From an optimization exercise on the open Yosys and OpenROAD flow, aimed at small area, a short achievable clock period and few clock cycles per item; shortcuts taken in it are not production practice.
Where RTL was checked, it was by simulation tests only, not by an equivalence proof against the original.
Power and IR drop assume default switching activity.

## linked_piece_set_table
module linked_piece_set_table (
    input  logic        clk,
    input  logic        rst_n,
    input  logic        s_tvalid,
    output logic        s_tready,
    input  logic [15:0] s_tdata,
    output logic        m_tvalid,
    input  logic        m_tready,
    output logic [7:0]  m_tdata
);
Size: roughly 2100 cells after synthesis, roughly 540 flip-flops, ~0.024 mm2 of cells after synthesis.
Settings: LEC_CHECK=0, ABC_AREA=1, CAP_MARGIN=20, CORE_MARGIN=2, CORE_UTILIZATION=40, CTS_CLUSTER_DIAMETER=100, CTS_CLUSTER_SIZE=30, SETUP_SLACK_MARGIN=4.1, SLEW_MARGIN=20, TNS_END_PERCENT=10; clock period 6.5 ns.
run.sh (not shown) runs the stock make flow with config.mk's settings and CLKGATE_MAP_FILE= SYNTH_SCRIPT=/design/flow/synth_recipe.tcl, a recipe that flattens the netlist after the stock synthesis.
Testbench counts at the start, summed over its fixed seeds: cycles 24,016, items 24,000.
==> next run, changes <==
ABC_AREA = default   (was 1)
CAP_MARGIN = 0   (was 20)
SLEW_MARGIN = 0   (was 20)
TNS_END_PERCENT = default   (was 10)
What happened:
- synthesized area drops by a few percent
- cell count drops by about a fifth
- via count drops by about a fifth
- hold slack barely changes
- non-clock buffer count drops by 18
- clock skew drops by 0.031 ns
- register-to-register slack barely changes
- wire length drops by roughly a tenth
- setup slack degrades by 0.0064 ns
- utilization climbs by 0.22 points
==> next run, changes <==
CAP_MARGIN = 20   (was 0)
SETUP_SLACK_MARGIN = 4.2   (was 4.1)
SLEW_MARGIN = 20   (was 0)
TNS_END_PERCENT = 5   (was default)
Core utilization shrinks by 1.1 points; cell area shrinks by 2.5%; power grows by 1.1%; final cell count shrinks by 1.1%; worst setup slack improves by 0.010 ns; wire length shrinks by 1.5%; synthesized area does not change; clock-buffer cell count shrinks by 1.
==> next run, changes <==
ABC_AREA = 1   (was default)
CTS_CLUSTER_DIAMETER = default   (was 100)
CTS_CLUSTER_SIZE = default   (was 30)
SETUP_SLACK_MARGIN = 4.0   (was 4.2)
TNS_END_PERCENT = default   (was 5)
The new run finished clean.
Maximum frequency is higher slightly.
Routed wire length went up by about a fifth.
Final area is higher by roughly a tenth.
Via count rose by a quarter to a third.
Area after synthesis rises by a few percent.
Clock-buffer cell count came out higher by 53.
Total power rose by about a fifth.


oak:
linked_piece_set_table, a different RTL version from the one above (not shown whole).
For scale: ~1500 cells after synthesis, roughly 530 flip-flops, ~30 I/O pins, about 23000 um2 of cells after synthesis.
clock: 6.5 ns
lec_check: 0
abc_clock_period_in_ps: 2500
cap_margin: 20
core_margin: 2
core_utilization: 40
setup_slack_margin: 4.3
slew_margin: 20
diff inputs: oak => pine
Settings: SETUP_SLACK_MARGIN now 4.0, was 4.3.
[summary]
Taking oak as 1.0, pine lands at 0.57 on post-cts repair resize count. pine vs oak, part of the total power dissipated in combinational logic went down by 4.5 points. Cmp oak and pine / share of cell area taken by multi-input logic gates / lower: pine. Going from oak to pine, setup slack at placement down 440 ps; number of clock buffers in the layout up 2.8%; via count down 1143. Cell internal power dissipation (pine vs. oak) decreases slightly. Comparing the two runs side by side, pine comes out behind oak on hold slack. Met1 demand-to-capacity share in global routing (lower): pine. Summary of pine over oak: worst setup slack went up; initial antenna violation count moved down.
No functional check of the RTL was part of any run of this note.


Setup of onyx:
Another version of the RTL of linked_piece_set_table (not shown whole).
For scale: about 1600 cells after synthesis, roughly 510 flip-flops, roughly 30 I/O pins, roughly 0.023 mm² of cells after synthesis.
==> flow/config.mk <==
export PLATFORM = sky130hd
export DESIGN_NAME = linked_piece_set_table
export DESIGN_NICKNAME = linked_piece_set_table
export VERILOG_FILES = /design/flow/design.v
export SDC_FILE = /design/flow/constraint.sdc
export NUM_CORES = 4
export LEC_CHECK = 0
export ABC_CLOCK_PERIOD_IN_PS = 3000
export CAP_MARGIN = 20
export CORE_MARGIN = 2
export CORE_UTILIZATION = 40
export SETUP_SLACK_MARGIN = 3.5
export SLEW_MARGIN = 20
==> flow/constraint.sdc <==
create_clock -name core_clock -period 6.5 [get_ports {clk}]
set_input_delay 1.3000 -clock core_clock [delete_from_list [all_inputs] [get_ports {clk}]]
set_output_delay 1.3000 -clock core_clock [all_outputs]
set_load 0.01 [all_outputs]
Testbench counts of onyx, summed over its fixed seeds: cycles 24,016, items 24,000.
#### Input delta (sierra over onyx)
# onyx
export LEC_CHECK = 0
export ABC_CLOCK_PERIOD_IN_PS = 3000
export CAP_MARGIN = 20
export CORE_MARGIN = 2
export CORE_UTILIZATION = 40
export SETUP_SLACK_MARGIN = 3.5
export SLEW_MARGIN = 20
create_clock -name core_clock -period 6.5 [get_ports {clk}]
# sierra
export LEC_CHECK = 0
export CAP_MARGIN = 20
export CORE_MARGIN = 2
export CORE_UTILIZATION = 40
export SLEW_MARGIN = 20
create_clock -name core_clock -period 6.5 [get_ports {clk}]
==> results.txt <==
No stage failed in sierra, and the final checks on the layout all came back clean.
Routed wire length delta (sierra − onyx): favourable
Measured against each other, onyx and sierra differ in global-route wire length before repair, the lower figure coming from sierra.
On part of the power in combinational logic: between onyx and sierra, it ends up higher for onyx.
Higher buffering overhead goes to onyx over sierra.
#### Input delta (indigo over sierra)
# sierra
export LEC_CHECK = 0
export CAP_MARGIN = 20
export CORE_MARGIN = 2
export CORE_UTILIZATION = 40
export SLEW_MARGIN = 20
create_clock -name core_clock -period 6.5 [get_ports {clk}]
# indigo
export LEC_CHECK = 0
export ABC_CLOCK_PERIOD_IN_PS = 2500
export CAP_MARGIN = 20
export CORE_MARGIN = 2
export CORE_UTILIZATION = 40
export SETUP_SLACK_MARGIN = 4.0
export SLEW_MARGIN = 20
create_clock -name core_clock -period 6.5 [get_ports {clk}]
Findings:
Total of clock buffers placed in the layout: indigo vs sierra down 11
Against sierra, final cell count without fillers in indigo rose by a little under 10%.
Re synthesized area: no difference whatsoever between sierra and indigo.
Relative to sierra, the maximum fanout along the worst path of indigo is lower by 27.
Status: hold slack parity (indigo, sierra)
Number of ordinary and repair buffers in the finished layout in indigo is 189 above sierra.
sierra | status: complete | timing, DRC, antenna: pass
indigo finished end to end and its layout was clean on timing, DRC and antenna.
sierra has a lower CTS buffer count than indigo.

re-timing with driven ports:
How much do the figures lean on ideal ports? The routed layouts below were timed once more, with nothing changed but the port constraints. Step 1 sets driving cells, clkbuf_16 on the clock port and buf_2 on the other inputs (assumed; they add their load-dependent delay and slew). Step 2 adds t to the input delays and takes it off the output delays; t is the mean of the earliest and latest rising clock arrival at the registers after step 1. Input paths then give back, and output paths get back, about the clock's delay inside the block. Slacks: ideal / step 1 / step 2; pairs: ideal / step 1.
| run | t, ns | setup WS [ns] | worst setup path at the end | worst data-port slew with drivers (ns) |
|---|---|---|---|---|
| the first run of note 1 | 0.669 | 3.958 / 3.901 / 3.353 | input to register | 0.05 |
| the second run of note 1 | 0.631 | 3.952 / 3.952 / 3.529 | input to register | 0.06 |
| the third run of note 1 | 0.648 | 3.962 / 3.903 / 3.364 | input to register | 0.04 |
| the fourth run of note 1 | 0.669 | 3.981 / 3.981 / 3.396 | input to register | 0.05 |
| oak | 0.663 | 3.821 / 3.821 / 3.524 | input to register | 0.07 |
| pine | 0.655 | 3.927 / 3.886 / 3.385 | input to register | 0.06 |
| onyx | 0.668 | 3.453 / 3.453 / 3.453 | register to register | 0.04 |
| sierra | 0.656 | 2.320 / 2.320 / 2.320 | register to register | 0.04 |
| indigo | 0.659 | 3.426 / 3.426 / 3.426 | register to register | 0.05 |
After both steps every run listed still meets setup and hold. The setup slack of the first run of note 1, which loses most, moves by -0.057 ns with the drivers and by -0.605 ns with both steps.
